This design comes from an exercise in tuning for a short achievable clock period and few clock cycles on the open sky130 flow, not from production work.
The RTL was checked by simulation tests, not by an equivalence proof against the original design.
Power and IR drop assume default switching activity.

== alpha ==
## puf_result_uploader
module puf_result_uploader #(
  parameter int         ADDR_WIDTH = 13,
  parameter int         DEPTH      = 512,
  parameter logic [7:0] HDR_BYTE   = 8'hA5
) (
  input  logic                  clk_1,
  input  logic                  rst,
  input  logic                  mem_we,
  input  logic [ADDR_WIDTH-1:0] mem_waddr,
  input  logic [7:0]            mem_din,
  input  logic                  test_done,
  input  logic                  rd_start,
  output logic                  out_valid,
  input  logic                  out_ready,
  output logic [7:0]            out_data,
  output logic                  out_last,
  output logic                  armed,
  output logic                  overflow
);
  localparam int AW = 9;    
  localparam int NG = 64;   
  logic st_cap, st_arm, st_h0, st_h1, st_h2, st_pay, st_cs, st_fin;
  logic sess_end;
  assign sess_end = st_fin & ~test_done;
  logic          in0;
  logic [AW-1:0] wa0;
  logic [7:0]    wd0;
  always_ff @(posedge clk_1) begin
    in0 <= ~rst & st_cap & mem_we & ~|mem_waddr[ADDR_WIDTH-1:AW];
    wa0 <= mem_waddr[AW-1:0];
    wd0 <= mem_din;
  end
  logic [NG-1:0] wg1;
  logic [7:0]    wb1;
  logic [7:0]    wd1;
  always_ff @(posedge clk_1) begin
    for (int g = 0; g < NG; g++) wg1[g] <= in0 && (wa0[AW-1:3] == 6'(g));
    for (int b = 0; b < 8; b++)  wb1[b] <= (wa0[2:0] == 3'(b));
    wd1 <= wd0;
  end
  logic [DEPTH-1:0][7:0] mem;
  for (genvar i = 0; i < DEPTH; i++) begin : g_ram
    always_ff @(posedge clk_1) begin
      if (wg1[i/8] && wb1[i%8]) mem[i] <= wd1;
    end
  end
  logic [9:0] len, lenm1;
  logic       len_zero;
  always_ff @(posedge clk_1) begin
    if (rst || sess_end) len <= '0;
    else if (in0 && {1'b0, wa0} >= len) len <= {1'b0, wa0} + 10'd1;
    lenm1    <= len - 10'd1;
    len_zero <= (len == 10'd0);
  end
  always_ff @(posedge clk_1) begin
    if (rst || sess_end) overflow <= 1'b0;
  ...
Size in the first run: about 9,500 cells after synthesis, roughly 39 I/O pins, roughly 0.17 sq mm of cells after synthesis.
==> flow/config.mk <==
export PLATFORM = sky130hd
export DESIGN_NAME = puf_result_uploader
export DESIGN_NICKNAME = puf_result_uploader
export VERILOG_FILES = /design/flow/design.v
export SDC_FILE = /design/flow/constraint.sdc
export NUM_CORES = 4
export LEC_CHECK = 0
export CAP_MARGIN = 20
export CORE_MARGIN = 2
export CORE_UTILIZATION = 60
export SETUP_SLACK_MARGIN = 3.42
export SLEW_MARGIN = 20
export SYNTH_MEMORY_MAX_BITS = 8192
==> flow/constraint.sdc <==
create_clock -name core_clock -period 6.0 [get_ports {clk_1}]
set_input_delay 1.2000 -clock core_clock [delete_from_list [all_inputs] [get_ports {clk_1}]]
set_output_delay 1.2000 -clock core_clock [all_outputs]
set_load 0.01 [all_outputs]
run.sh (not shown) runs the stock make flow with config.mk's settings and CLKGATE_MAP_FILE= SYNTH_SCRIPT=/design/flow/synth_recipe.tcl, a recipe that flattens the netlist after the stock synthesis.
Every stage of the flow completed for alpha, and the final layout passed the timing, DRC and antenna checks.
Testbench counts of alpha, summed over its fixed seeds: cycles 34,452.
[inputs] beta vs alpha
- SETUP_SLACK_MARGIN changed from 3.42 to 3.5
- GPL_TIMING_DRIVEN newly set to 0
==> flow/flow/run.sh (new file) <==
#!/bin/bash
# The standard layout (standard.sh, unchanged synthesis), with two resizer settings:
#  * the port buffers are buf_4 cells (left to itself, buffer_ports may pick a delay cell);
#  * gate sizing may swap cells whose footprints differ (MATCH_CELL_FOOTPRINT=0).
# The whole make output goes to flow.log here; ORFS's per-step logs stay under orfs/logs.
set -euo pipefail
export BUFFER_PORTS_ARGS="-buffer_cell sky130_fd_sc_hd__buf_4"
bash standard.sh MATCH_CELL_FOOTPRINT=0 finish > flow.log 2>&1
==> flow/standard.sh (new file) <==
#!/bin/bash
# synth_recipe.tcl (not shown) runs the flow's synth.tcl, then flattens the netlist and writes it again
# the make line also repeats each setting of config.mk as NAME=value (left out here)
make -C /OpenROAD-flow-scripts/flow DESIGN_CONFIG=/design/flow/config.mk WORK_HOME=/design/flow/orfs CLKGATE_MAP_FILE= SYNTH_SCRIPT=/design/flow/synth_recipe.tcl "${@:-finish}"
removed: flow/run.sh
--- outcome ---
Final cell count, beta vs alpha: up by a few percent
Against alpha, beta comes in about 25% higher on first-pass GRT wire length.
Between beta and alpha, the share of total power in the clock network is lower for alpha.
Looking at data arrival time of the worst path across beta and alpha, the one that comes out higher is beta.
Between beta and alpha, it is beta whose final area is higher, by 0.0061 sq mm.
Placed cell area, beta and alpha: higher on beta
Utilization in beta is 2.2 points above alpha.
The setup slack of beta was inferior to that of alpha.
Comparing non-clock buffer area fraction after layout for beta and alpha, the bigger number came from beta.
Capture point of the critical path = out_data[3]: alpha; capture point of the critical path = wg1[17]: beta
alpha → beta: maximum fanout along the worst path shows an increase of 8; via count shows an increase of 13%.

port drivers added, routing unchanged:
How much do the figures lean on ideal ports? The routed layouts below were timed once more, with nothing changed but the port constraints.
Step 1: set_driving_cell puts a clkbuf_16 on clk_1 and a buf_2 on each other input, an assumption about the parent block.
Step 2, shift: input delay + t, output delay - t, t = (earliest + latest rising clock arrival at the registers) / 2. This alone moves slack from input paths to output paths.
a / b / c = ideal ports / drivers / drivers and shift; a / b = the first two.
| run | t, ns | setup slack, ns | worst setup path after step 2 | latest minus earliest clock arrival (ns) | worst slew at a driven data input, ns |
|---|---|---|---|---|---|
| alpha | 1.059 | 3.386 / 3.287 / 2.799 | input to register | 0.048 / 0.047 | 0.06 |
| beta | 1.105 | 3.175 / 3.175 / 2.622 | input to register | 0.054 / 0.054 | 0.10 |
After both steps setup and hold are still met in every run listed. The setup slack of alpha, which loses most, moves by -0.099 ns with the drivers and by -0.587 ns with both steps.
